What follows belongs to an exercise in optimizing a design on an open flow for small area, a short achievable clock period and few clock cycles per item; a production flow would make more cautious choices.
In this exercise RTL edits were held to simulation tests only and were not proved equivalent to the original.
Power is estimated from default activity; no workload was simulated.

## flow/config.mk

```make
export PLATFORM = sky130hd
export DESIGN_NAME = rgbw_linear_fade_engine
export DESIGN_NICKNAME = rgbw_linear_fade_engine
export VERILOG_FILES = /design/flow/design.v
export SDC_FILE = /design/flow/constraint.sdc
export NUM_CORES = 4
export LEC_CHECK = 0
export CAP_MARGIN = 20
export CORE_MARGIN = 2
export CORE_UTILIZATION = 40
export SETUP_SLACK_MARGIN = 3
export SLEW_MARGIN = 20
```

## flow/run.sh

```bash
#!/bin/bash
# synth_recipe.tcl (not shown) runs the flow's synth.tcl, then flattens the netlist and writes it again
# the make line also repeats each setting of config.mk as NAME=value (left out here)
make -C /OpenROAD-flow-scripts/flow DESIGN_CONFIG=/design/flow/config.mk WORK_HOME=/design/flow/orfs CLKGATE_MAP_FILE= SYNTH_SCRIPT=/design/flow/synth_recipe.tcl finish
```

## flow/constraint.sdc

```tcl
create_clock -name core_clock -period 8.5 [get_ports {clk}]
set_input_delay 1.7000 -clock core_clock [delete_from_list [all_inputs] [get_ports {clk}]]
set_output_delay 1.7000 -clock core_clock [all_outputs]
set_load 0.01 [all_outputs]
```

## flow/design.v

```verilog
package rlfe_pkg;
  localparam logic CMD_COLOR = 1'b0;
  localparam logic CMD_TICK  = 1'b1;
  localparam logic [7:0] FADE_INTERVAL_RESET = 8'd15;
  localparam int         NUM_CH              = 4;
endpackage
import rlfe_pkg::*;
module rgbw_linear_fade_engine #(
  parameter int LEVEL_BITS = 10
) (
  input  logic                  clk,
  input  logic                  rst,
  input  logic                  in_valid,
  output logic                  in_ready,
  input  logic                  cmd,
  input  logic [LEVEL_BITS-1:0] channel_0,
  input  logic [LEVEL_BITS-1:0] channel_1,
  input  logic [LEVEL_BITS-1:0] channel_2,
  input  logic [LEVEL_BITS-1:0] channel_3,
  input  logic                  fade_on,
  output logic                  out_valid,
  input  logic                  out_ready,
  output logic [LEVEL_BITS-1:0] drive_0,
  output logic [LEVEL_BITS-1:0] drive_1,
  output logic [LEVEL_BITS-1:0] drive_2,
  output logic [LEVEL_BITS-1:0] drive_3,
  output logic                  fade_done,
  input  logic                  cfg_valid,
  output logic                  cfg_ready,
  input  logic [7:0]            cfg_data
);
  localparam int LB = LEVEL_BITS;
  logic [7:0]    interval_q;
  logic [7:0]    tick_q;
  logic [LB-1:0] target_q [NUM_CH];
  logic [LB-1:0] r_q      [NUM_CH];
  logic [LB-1:0] mag_q    [NUM_CH];
  logic          dir_q    [NUM_CH];    
  logic [LB-1:0] level_q  [NUM_CH];
  logic [LB-1:0] n_q;
  logic [LB-1:0] i_q;
  logic          fading_q;
  logic          out_valid_q;
  logic          done_q;
  logic          in_ready_q;
  logic          pcolor_q;             
  logic          pstep_q;              
  logic          pfade_q;
  logic          pdone_q;
  logic          magv_q;               
  logic [1:0]    win_q;                
  logic [LB-1:0] in_lv    [NUM_CH];
  logic [LB-1:0] r_step   [NUM_CH];
  logic [LB-1:0] lvl_step [NUM_CH];
  logic [LB-1:0] mag_new  [NUM_CH];
  logic          dir_new  [NUM_CH];
  logic [LB-1:0] max01, max23, max_mag;
  logic          same;
  assign in_lv[0] = channel_0;
  assign in_lv[1] = channel_1;
  assign in_lv[2] = channel_2;
  assign in_lv[3] = channel_3;
  assign cfg_ready = 1'b1;
  assign in_ready  = in_ready_q;
  assign out_valid = out_valid_q;
  assign fade_done = done_q;
  assign drive_0   = level_q[0];
  assign drive_1   = level_q[1];
  assign drive_2   = level_q[2];
  assign drive_3   = level_q[3];
  logic       accept, acc_color, acc_tick, out_free, hit, step_acc;
  logic [7:0] tick_inc, interval_eff, interval_next;
  logic [LB-1:0] i_inc;
  logic       step_done, color_done;
  logic       app_color_now, app_pcolor, app_step, app_color;
  logic       fading_next, pcolor_next, pstep_next, stall_next;
  logic [1:0] win_next;
  assign accept    = in_valid & in_ready_q;
  assign acc_color = accept & (cmd == CMD_COLOR);
  assign acc_tick  = accept & (cmd == CMD_TICK);
  assign out_free  = ~out_valid_q | out_ready;
  assign interval_eff = (interval_q == 8'd0) ? 8'd1 : interval_q;
  assign tick_inc     = tick_q + 8'd1;
  assign hit          = tick_inc >= interval_eff;
  assign step_acc     = acc_tick & fading_q & hit;
  assign i_inc        = i_q + LB'(1);
  assign step_done    = i_inc == n_q;
  always_comb begin
    same = 1'b1;
    for (int c = 0; c < NUM_CH; c++)
      if (in_lv[c] != target_q[c]) same = 1'b0;
  end
  assign color_done = ~fade_on | same;
  assign app_color_now = acc_color & out_free;
  assign app_pcolor    = pcolor_q & out_free;
  assign app_color     = app_color_now | app_pcolor;
  assign app_step      = (step_acc | pstep_q) & out_free;
  assign pcolor_next = (acc_color | pcolor_q) & ~out_free;
  assign pstep_next  = (step_acc | pstep_q) & ~out_free;
  always_comb begin
    fading_next = fading_q;
    if (acc_color) fading_next = ~color_done;
    else if (step_acc) fading_next = ~step_done;
  end
  assign win_next      = app_color ? 2'd2 : (win_q != 2'd0) ? win_q - 2'd1 : 2'd0;
  assign interval_next = cfg_valid ? cfg_data : interval_q;
  assign stall_next    = (win_next != 2'd0) & fading_next & (interval_next <= 8'd2);
  always_comb begin
    for (int c = 0; c < NUM_CH; c++) begin
      logic [LB:0]   t;
      logic [LB+1:0] u;
      logic          ge;
      t  = {1'b0, r_q[c]} + {1'b0, mag_q[c]};
      u  = {1'b0, t} - {2'b00, n_q};
      ge = ~u[LB+1];
      r_step[c]   = ge ? u[LB-1:0] : t[LB-1:0];
      lvl_step[c] = ~ge ? level_q[c] :
                    dir_q[c] ? level_q[c] - LB'(1) : level_q[c] + LB'(1);
      dir_new[c]  = target_q[c] < r_q[c];
      mag_new[c]  = dir_new[c] ? r_q[c] - target_q[c] : target_q[c] - r_q[c];
    end
    max01   = (mag_q[0] > mag_q[1]) ? mag_q[0] : mag_q[1];
    max23   = (mag_q[2] > mag_q[3]) ? mag_q[2] : mag_q[3];
    max_mag = (max01 > max23) ? max01 : max23;
  end
  always_ff @(posedge clk) begin
    if (rst) begin
      interval_q  <= FADE_INTERVAL_RESET;
      tick_q      <= '0;
      fading_q    <= 1'b0;
      out_valid_q <= 1'b0;
      in_ready_q  <= 1'b1;
      pcolor_q    <= 1'b0;
      pstep_q     <= 1'b0;
      magv_q      <= 1'b0;
      win_q       <= '0;
      for (int c = 0; c < NUM_CH; c++) target_q[c] <= '0;
    end else begin
      if (cfg_valid) interval_q <= cfg_data;
      fading_q <= fading_next;
      if (acc_color) tick_q <= '0;
      else if (acc_tick & fading_q) tick_q <= hit ? 8'd0 : tick_inc;
      for (int c = 0; c < NUM_CH; c++)
        if (acc_color) target_q[c] <= in_lv[c];
      if (app_color | app_step) out_valid_q <= 1'b1;
      else if (out_ready) out_valid_q <= 1'b0;
      pcolor_q   <= pcolor_next;
      pstep_q    <= pstep_next;
      magv_q     <= app_color;
      win_q      <= win_next;
      in_ready_q <= ~(pcolor_next | pstep_next) & ~stall_next;
    end
  end
  always_ff @(posedge clk) begin
    if (acc_color) i_q <= '0;
    else if (step_acc) i_q <= i_inc;
    if (acc_color) begin
      pfade_q <= fade_on;
      pdone_q <= color_done;
    end else if (step_acc) begin
      pdone_q <= step_done;
    end
    for (int c = 0; c < NUM_CH; c++) begin
      if (acc_color) r_q[c] <= target_q[c];
      else if (magv_q) r_q[c] <= '0;
      else if (app_step) r_q[c] <= r_step[c];
      if (magv_q) begin
        mag_q[c] <= mag_new[c];
        dir_q[c] <= dir_new[c];
      end
      if (app_color_now) level_q[c] <= fade_on ? target_q[c] : in_lv[c];
      else if (app_pcolor) level_q[c] <= pfade_q ? r_q[c] : target_q[c];
      else if (app_step) level_q[c] <= lvl_step[c];
    end
    if (app_color_now) done_q <= color_done;
    else if (step_acc & out_free) done_q <= step_done;
    else if (app_color | app_step) done_q <= pdone_q;
    n_q <= max_mag;
  end
endmodule
```

==> results of run 1 <==
==> metrics by stage <==
step / cell area, um2 / util
2_1_floorplan: 19480 / -
3_3_place_gp: 20990 / 0.4378
3_5_place_dp: 21000 / 0.4380
4_1_cts: 21820 / 0.4550
5_1_grt: 21820 / 0.4552
6_report: 21820 / 0.4552
==> cells in the final DEF (no fill, tap or decap), types with 36 or more instances in the layout <==
cell type	Yosys	layout
o21ai_0	88	88
nor2_1	145	145
edfxtp_1	127	127
inv_1	192	191
nor2b_1	42	41
xnor2_1	100	100
nor3_1	36	36
nand3_1	54	54
a21o_1	37	37
dfxtp_1	84	83
a21oi_1	166	165
mux2i_1	130	130
clkdlybuf4s50_1	0	95
nand2_1	200	198
xor2_1	85	85
ha_1	228	228
a211oi_1	63	63
o211ai_1	36	36
==> final cells by class <==
class / count / area [um2] / share of cell area
timing repair buffer: 115 / 1096 / 0.05022
clock inverter: 15 / 173.9 / 0.007969
clock buffer: 30 / 644.4 / 0.02953
sequential: 211 / 5497 / 0.2519
tap: 615 / 769.5 / 0.03526
inverter: 192 / 720.7 / 0.03302
multi-input combinational: 1748 / 12920 / 0.5921
==> state kept, by name, summed over array words and instances, names as in the netlist <==
register / count
n_q: 10
fading_q: 1
pstep_q: 1
r_q: 40
level_q: 40
magv_q: 1
in_ready_q: 1
tick_q: 8
pfade_q: 1
mag_q: 40
done_q: 1
target_q: 40
interval_q: 8
win_q: 2
i_q: 10
pdone_q: 1
pcolor_q: 1
out_valid_q: 1
dir_q: 4
==> how the worst max path moves through the flow <==
stage	start	endpoint	slack, ps	cells after the start
2_1_floorplan	r_q[1][0]$_DFFE_PP_	level_q[1][0]$_DFFE_PP_	4390	15
3_3_place_gp	in_valid	level_q[2][6]$_DFFE_PP_	3320	6
3_5_place_dp	in_valid	r_q[0][4]$_DFFE_PP_	3220	6
4_1_cts	in_valid	r_q[0][5]$_DFFE_PP_	3790	6
5_1_grt	in_valid	level_q[0][9]$_DFFE_PP_	3580	6
6_report	in_valid	level_q[1][6]$_DFFE_PP_	3800	6
==> worst max-delay path: stages <==
cell and delay, ps:
clkdlybuf4s50_1 570, nand3b_4 460, inv_2 590, nand2_1 730, nand2_1 650, o221ai_1 190
==> metal layers <==
| layer | part of all wire | vias up |
|---|---|---|
| li1 | - | 8198 |
| met1 | 0.45 | 8036 |
| met2 | 0.44 | 540 |
| met3 | 0.074 | 99 |
| met4 | 0.037 | 0 |
| met5 | 0 | - |
==> power groups by stage <==
stage | Sequential [mW] | Clock [mW] | Combinational, mW
final | 1.80 | 1.11 | 6.37
after global routing | 1.82 | 1.16 | 7.03
after floorplan | 1.69 | 0 | 4.85
after global placement | 1.82 | 0 | 6.15
after detailed placement | 1.82 | 0 | 6.28
after CTS | 1.80 | 1.12 | 6.33
==> logic make-up after synthesis <==
family                   Yosys count  share of synthesized area
multiplexers                     136                    0.07026
adder cells (fa/ha/maj)          248                     0.1670
flip-flops                       211                     0.2821
XOR/XNOR                         185                    0.08317
other                              1                  0.0001925
AND/OR/NAND/NOR                  600                     0.1457
AO/OA/AOI/OAI                    578                     0.1954
buffers and inverters            277                    0.05626
==> results.ini, run 1 <==
[synth]
syn_avg_cell_area_um2=8.713
yosys-top-cells-area=edfxtp_1 (20%), ha_1 (15%), dfxtp_1 (8.6%)
synth_flop_cell=edfxtp_1
synth_top_area_share=0.1957
synthTopCellsByCount=ha_1 (228), nand2_1 (200), inv_1 (192)
mappedNetlistArea_um2=19480
synth-edff-count=127
synthCells=2236
yosysTopAreaCell=edfxtp_1
ys_warn_count=11
synth_seq_cells=211
synthesis.nets=2539
async_reset_ff_frac=0
ys_seq_area_frac=0.2821
yosysUniqueCellTypes=83
synth_most_common_cell=ha_1

[clocking]
postCtsSetupBuffers=0
clk_pin_slew_worst_paths_ps=60
clk_latency_ps=540
clk_path_buf_depth=3
htreeDepth=1
clockRootBuffer=clkbuf_16
post_cts_resized=0
cts_tree=yes
hold_buffers=0
numCtsBuffers=25
cts_sinks=211

[die]
rows=80
die_w_um=224.7
dieArea_um2=50490
start_util=0.4063
io_pins=99
core_um2=47950
die_y_um=224.7

[placement]
dp_hpwl_um=48060
place.gp.congestion=0.8885
place_ws_ps=3224
dp.cells=2881
io_buffer_count=97

[setup_path]
path_class=in -> reg
cp.arrival_ps=4940
reg2reg_slack_ps=4190
path_max_fanout=42
reg2reg_depth=15
start_kind=input pin
rr_startpoint=mag_q[1][0]$_DFFE_PP_
timing.rr.end=r_q[1][7]$_DFFE_PP_
cp-end-kind=flop
crit_required_ps=8730

[cells_and_area]
fin_cells=2926
area_delta_synth_final_pct=12.02
final_layout_size_suffix_gt1_frac=0.03938
antenna_cells=0
nets=2596
fillers=4603

[power]
irDropWorstVdd_mv=0.2196
power_mw=9.284
p_leak_nw=9.190
p_int_mw=4.925
p_clk_frac=0.119
power_switching_mw=4.358
comb_power_share=0.687
seqPwrFrac=0.194
swShare=0.4695
power_density_nw_per_um2=425.4

[global_routing]
grt_pass1_vias=16040
top_usage_layer=met2
grt_start_max_net_pins=61
gr-usage-met3=0.04794
grtUsageMet2=0.3726
grt_overflow=0
grt_pass1_wl_um=93180
grt_use_total=0.2387
gr-usage-met1=0.3272
antenna_found_initial=1

[routing]
drc=0
post_drt_wl_per_cell_um=20.96
drtIter0Drc=1293
num_vias=16870
drt_wl_total_um=61340
ant_nets=0
routed_via_density=5.767
drt-pass1-iter-count=6

[run]
max_cap_violations=0

[timing]
final-hold-violation-count=0
tightest_slew_ps=1181
max_clock_freq_ghz=0.2126
finalWorstSetupSlack_ps=3795
rsz0062_at_grt=false
finalSetupViolations=0
setup_tns_ps=0
finalMaxSlewViolations=0
timing.hold.ws_ps=423.8
slew-limit-headroom=0.2126
finalCritPeriodShare=0.5535
min_period_ps=4705
fin_skew_ps=15.29

[min_path]
holdPathStages=1
hold_end=win_q[0]$_SDFF_PP0_
worstHoldStart=win_q[0]$_SDFF_PP0_
min_path_type=reg -> reg

[run_status]
status=no timing/DRC/antenna violations

Testbench counts, summed over its fixed seeds: cycles 40,151, results 13,995.
==> inputs of run 2 (changes only) <==
--- a/flow/config.mk
+++ b/flow/config.mk
@@ -10,3 +10,3 @@
 export CORE_UTILIZATION = 40
-export SETUP_SLACK_MARGIN = 3
+export SETUP_SLACK_MARGIN = 5
 export SLEW_MARGIN = 20
==> results.ini, run 2 <==
[run_status]
status=no timing/DRC/antenna violations

[synth]
synthAdderAreaFrac=0.1670
synth_xor_area_frac=0.08317
synth_most_common_cell=ha_1
synthCells=2236
ys_seq_area_frac=0.2821
yosys-top-cells-area=edfxtp_1 (20%), ha_1 (15%), dfxtp_1 (8.6%)
synth_compound_area_frac=0.1954
synth_flop_cell=edfxtp_1
synth_mux_area_frac=0.07026
synth_top_family_by_area=compound AO/OA/AOI/OAI gates
ys_warn_count=11
synth-edff-count=127
synthSimpleGateAreaFrac=0.1457
synth_seq_cells=211
synthTopCellsByCount=ha_1 (228), nand2_1 (200), inv_1 (192)
async_reset_ff_frac=0
yosysUniqueCellTypes=83
mappedNetlistArea_um2=19480
syn_avg_cell_area_um2=8.713
yosysTopAreaCell=edfxtp_1
synthesis.nets=2539
synth_top_area_share=0.1957

[die]
rows=80
die_y_um=224.7
core_um2=47950
die_w_um=224.7
dieArea_um2=50490
io_pins=99
start_util=0.4063

[global_routing]
grt_use_total=0.2511
antenna_found_initial=1
grt_pass1_vias=17040
grt_overflow=0
grt_start_max_net_pins=77
grt_pass1_wl_um=98380

[timing]
finalSetupViolations=0
fin_skew_ps=11.63
setup_tns_ps=0
min_period_ps=3659
final-hold-violation-count=0
tightest_slew_ps=840.8
finalMaxSlewViolations=0
timing.hold.ws_ps=435.7
slew-limit-headroom=0.4388
max_clock_freq_ghz=0.2733
rsz0062_at_grt=true
finalCritPeriodShare=0.4305

[placement]
dpl_cell_area_um2=20980
place.gp.congestion=0.9013
dp_hpwl_um=47760
io_buffer_count=97

[setup_path]
start_kind=flop
cp.arrival_ps=3930
path_max_fanout=5
slowest_stage=edfxtp_1
crit_required_ps=8770
worst-path-buf-inv=2
crit_chain=inv_2, fa_2, nor2b_4, o2111ai_4, nand3_2, o21ai_0, xnor2_1, ha_1, and3_1, a221o_1, buf_6, a21bo_4, mux2i_1, o22ai_1
path_class=reg -> reg
crit_family=compound AO/OA/AOI/OAI gates
cp-end-kind=flop
max_stage_delay_ps=520

[min_path]
min_path_type=reg -> reg

[clocking]
cts_sinks=211
numCtsBuffers=25
clk_latency_ps=540
hold_buffers=0
clockRootBuffer=clkbuf_16
clk_path_buf_depth=3
cts_tree=yes
clk_pin_slew_worst_paths_ps=70
htreeDepth=1

[routing]
drt-pass1-iter-count=6
drtIter0Drc=1411
ant_nets=0
drt_wl_total_um=65700
drc=0
routed_via_density=5.862
post_drt_wl_per_cell_um=21.60
num_vias=17830

[cells_and_area]
fin_util=0.5046
layout_common_cells=ha_1 (200), nand2_1 (193), inv_1 (177)
area_delta_synth_final_pct=24.17
layout_commonest_cell=ha_1
final_layout_size_suffix_gt1_frac=0.1604
nets=2710
fin_area_um2=24190

[power]
power_mw=11.20
power_density_nw_per_um2=462.9
p_leak_nw=10.09
irDropWorstVdd_mv=0.2947

[run]
max_cap_violations=0

## run 2: final timing paths
path / start / endpoint / slack, ps / cells after the start
setup / recovery: mag_q[3][1]$_DFFE_PP_ / r_q[3][2]$_DFFE_PP_ / 4840 / 14
hold / removal: win_q[0]$_SDFF_PP0_ / win_q[0]$_SDFF_PP0_ / 440 / 1
setup reg to reg: mag_q[3][1]$_DFFE_PP_ / r_q[3][2]$_DFFE_PP_ / 4840 / 14
hold reg to reg: win_q[0]$_SDFF_PP0_ / win_q[0]$_SDFF_PP0_ / 440 / 1
## run 2: cell families (layout without fill, tap and decap cells)
logic type / after synthesis / in the layout
flops: 211 / 211
fa+ha+maj: 248 / 248
buf+inv: 277 / 462
compound gates: 578 / 580
simple gates: 600 / 602
xor+xnor: 185 / 185
mux: 136 / 136
other cells: 1 / 3
## run 2: worst reg2reg max path, cell delays in order (launching register included)
cell,delay [ps]
edfxtp_1,520
inv_2,120
fa_2,410
nor2b_4,150
o2111ai_4,130
nand3_2,130
o21ai_0,110
xnor2_1,310
ha_1,320
and3_1,160
a221o_1,380
buf_6,140
a21bo_4,230
mux2i_1,190
o22ai_1,90
## run 2: layout make-up
type / instances / area (um2)
fillers: 4342 / 23750
inverters: 192 / 730.7
diodes: 2 / 5.005
clock buffers: 29 / 660.6
multi-input cells: 1752 / 14150
repair buffers: 225 / 2198
well taps: 615 / 769.5
clock inverters: 16 / 176.4
flip-flops and latches: 211 / 5498
## run 2: through the flow
step           std cells  worst slack, ps
6_report            3042             4841
5_1_grt             3040             4747
2_1_floorplan       2236             4852
3_3_place_gp        2876             3409
3_5_place_dp        2877             3359
4_1_cts             2994             4902
## run 2: per-layer routing
layer | track usage | share of wire
met1 | 0.3447 | 0.44
met2 | 0.3994 | 0.45
met3 | 0.04481 | 0.075
met4 | 0.08267 | 0.036
met5 | 0 | 0
## run 2: repair_timing
item	in CTS	in global routing
endpoints found under the setup margin	146	166
resized for setup	120	165
buffers inserted	64	45
pin swaps	32	68
gates cloned	8	1
endpoints found under the hold margin	0	0
## run 2: power breakdown
group	switching (mW)	leakage, nW	internal, mW	total, mW
Clock	0.472	0.397	0.651	1.12
Sequential	0.276	1.88	1.52	1.80
Combinational	4.34	7.81	3.94	8.28
Total	5.09	10.1	6.11	11.2
==> inputs of run 3 (changes only) <==
--- a/flow/config.mk
+++ b/flow/config.mk
@@ -10,3 +10,2 @@
 export CORE_UTILIZATION = 40
-export SETUP_SLACK_MARGIN = 5
 export SLEW_MARGIN = 20
==> results.ini, run 3 <==
[synth]
yosys-top-cells-area=edfxtp_1 (20%), ha_1 (15%), dfxtp_1 (8.6%)
synth_seq_cells=211
syn_avg_cell_area_um2=8.713
synthTopCellsByCount=ha_1 (228), nand2_1 (200), inv_1 (192)
synth_flop_cell=edfxtp_1
synthCells=2236
synthesis.nets=2539
yosysUniqueCellTypes=83
ys_warn_count=11
yosysTopAreaCell=edfxtp_1
mappedNetlistArea_um2=19480
synth-edff-count=127
ys_seq_area_frac=0.2821
synth_top_area_share=0.1957
async_reset_ff_frac=0
synth_most_common_cell=ha_1

[die]
rows=80
dieArea_um2=50490
die_y_um=224.7
io_pins=99
die_w_um=224.7
start_util=0.4063
core_um2=47950

[clocking]
clk_latency_ps=540
htreeDepth=1
cts_tree=yes
postCtsSetupBuffers=0
clk_path_buf_depth=3
hold_buffers=0
post_cts_resized=0
clk_pin_slew_worst_paths_ps=60
numCtsBuffers=25
cts_sinks=211
clockRootBuffer=clkbuf_16

[global_routing]
grt_overflow=0
grt_pass1_vias=16040
grt_start_max_net_pins=61
grt_pass1_wl_um=93180
gr-usage-met3=0.04794
top_usage_layer=met2
grt_use_total=0.2387
antenna_found_initial=1
grtUsageMet2=0.3726
gr-usage-met1=0.3272

[setup_path]
timing.rr.end=r_q[1][7]$_DFFE_PP_
reg2reg_slack_ps=4190
start_kind=input pin
cp.arrival_ps=4940
reg2reg_depth=15
crit_required_ps=8730
rr_startpoint=mag_q[1][0]$_DFFE_PP_
max_stage_delay_ps=730
crit_chain=clkdlybuf4s50_1, nand3b_4, inv_2, nand2_1, nand2_1, o221ai_1
cp-end-kind=flop
slowest_stage=nand2_1
path_max_fanout=42
cpMostUsedCell=nand2_1
path_class=in -> reg

[power]
power_density_nw_per_um2=425.4
comb_power_share=0.687
p_leak_nw=9.190
power_switching_mw=4.358
seqPwrFrac=0.194
p_clk_frac=0.119
p_int_mw=4.925
swShare=0.4695
irDropWorstVdd_mv=0.2196

[min_path]
holdPathStages=1
worstHoldStart=win_q[0]$_SDFF_PP0_
min_path_type=reg -> reg
hold_end=win_q[0]$_SDFF_PP0_

[cells_and_area]
layout_common_cells=ha_1 (228), nand2_1 (198), inv_1 (191)
antenna_cells=0
area_delta_synth_final_pct=12.02
final_layout_size_suffix_gt1_frac=0.03938
fin_cells=2926
layout_commonest_cell=ha_1
nets=2596

[routing]
ant_nets=0
num_vias=16870
drc=0
drtIter0Drc=1293
drt-pass1-iter-count=6
post_drt_wl_per_cell_um=20.96
drt_wl_total_um=61340
routed_via_density=5.767

[timing]
setup_tns_ps=0
finalMaxSlewViolations=0
final-hold-violation-count=0
finalSetupViolations=0
tightest_slew_ps=1181
rsz0062_at_grt=false
fin_skew_ps=15.29
min_period_ps=4705
max_clock_freq_ghz=0.2126
slew-limit-headroom=0.2126
finalCritPeriodShare=0.5535

[placement]
dp.cells=2881
io_buffer_count=97
dp_hpwl_um=48060
place.gp.congestion=0.8885

[run_status]
status=no timing/DRC/antenna violations

[run]
max_cap_violations=0

==> run 3: power by group through the flow <==
stage	Combinational (mW)	Sequential (mW)	Clock, mW
2_1_floorplan	4.85	1.69	0
3_3_place_gp	6.15	1.82	0
3_5_place_dp	6.28	1.82	0
4_1_cts	6.33	1.80	1.12
5_1_grt	7.03	1.82	1.16
6_report	6.37	1.80	1.11
==> run 3: worst max-delay path by stage <==
stage,start,end,slack (ps),cells after the start
after floorplan,r_q[1][0]$_DFFE_PP_,level_q[1][0]$_DFFE_PP_,4390,15
after global placement,in_valid,level_q[2][6]$_DFFE_PP_,3320,6
after detailed placement,in_valid,r_q[0][4]$_DFFE_PP_,3220,6
after CTS,in_valid,r_q[0][5]$_DFFE_PP_,3790,6
after global routing,in_valid,level_q[0][9]$_DFFE_PP_,3580,6
final,in_valid,level_q[1][6]$_DFFE_PP_,3800,6
==> run 3: logic make-up (layout without fill, tap and decap cells) <==
group | Yosys count | count (layout) | share of synthesized area
AOI/OAI and AO/OA | 578 | 578 | 0.1954
xor gates and xnor gates | 185 | 185 | 0.08317
adders and majority gates | 248 | 248 | 0.1670
buffers and inverters | 277 | 352 | 0.05626
DFF | 211 | 211 | 0.2821
muxes | 136 | 136 | 0.07026
other | 1 | 1 | 0.0001925
and+or+nand+nor | 600 | 600 | 0.1457
==> run 3: area by class of cell <==
cell class | count | area, um2
Fill cell | 4603 | 26120
Inverter | 192 | 720.7
Timing Repair Buffer | 115 | 1096
Tap cell | 615 | 769.5
Clock inverter | 15 | 173.9
Clock buffer | 30 | 644.4
Sequential cell | 211 | 5497
Multi-Input combinational cell | 1748 | 12920
==> run 3: metrics by stage <==
stage	setup WS, ps	instance area, um2	utilization	hold WS (ps)	power, mW
4_1_cts	3786	21820	0.4550	421.5	9.253
6_report	3795	21820	0.4552	423.8	9.284
3_3_place_gp	3321	20990	0.4378	410.8	7.972
3_5_place_dp	3224	21000	0.4380	411.7	8.099
5_1_grt	3578	21820	0.4552	443.3	10.01
2_1_floorplan	4392	19480	-	399.5	6.538
==> run 3: layer usage <==
layer | wire length [um] | up-vias
met4 | 2240 | 0
met2 | 26750 | 540
met5 | 0 | -
met3 | 4527 | 99
li1 | - | 8198
met1 | 27820 | 8036
==> run 3: worst max-delay path: cells and delay by family <==
kind	cells	cell delay, ps
AO/OA/AOI/OAI	1	190
buffers and inverters	2	1160
AND/OR/NAND/NOR	3	1840

-- re-timing with driven ports --
No port has a modelled driver above. Below, the same layouts with a new extraction and two added sets of constraints. Step 1 (the two cells are an assumption about what drives the block):
set clk [get_ports {clk}]
set_driving_cell -lib_cell sky130_fd_sc_hd__clkbuf_16 $clk
set_driving_cell -lib_cell sky130_fd_sc_hd__buf_2 [delete_from_list [all_inputs] $clk]
Step 2 adds t to the input delays and takes it off the output delays; t is the mean of the earliest and latest rising clock arrival at the registers after step 1. Input paths then give back, and output paths get back, about the clock's delay inside the block. Three values: no drivers, after step 1, after step 2; two values: the first two.
run	shift t [ns]	setup slack, ns	worst register clock-pin slew, ns	worst data-port slew with drivers (ns)	pins driven straight from the clock port
run 1	0.581	3.795 / 3.823 / 3.242	0.07 / 0.07	0.07	1
run 2	0.586	4.841 / 4.841 / 4.450	0.07 / 0.07	0.07	1
run 3	0.581	3.795 / 3.823 / 3.242	0.07 / 0.07	0.07	1
After both steps every run listed still meets setup and hold.
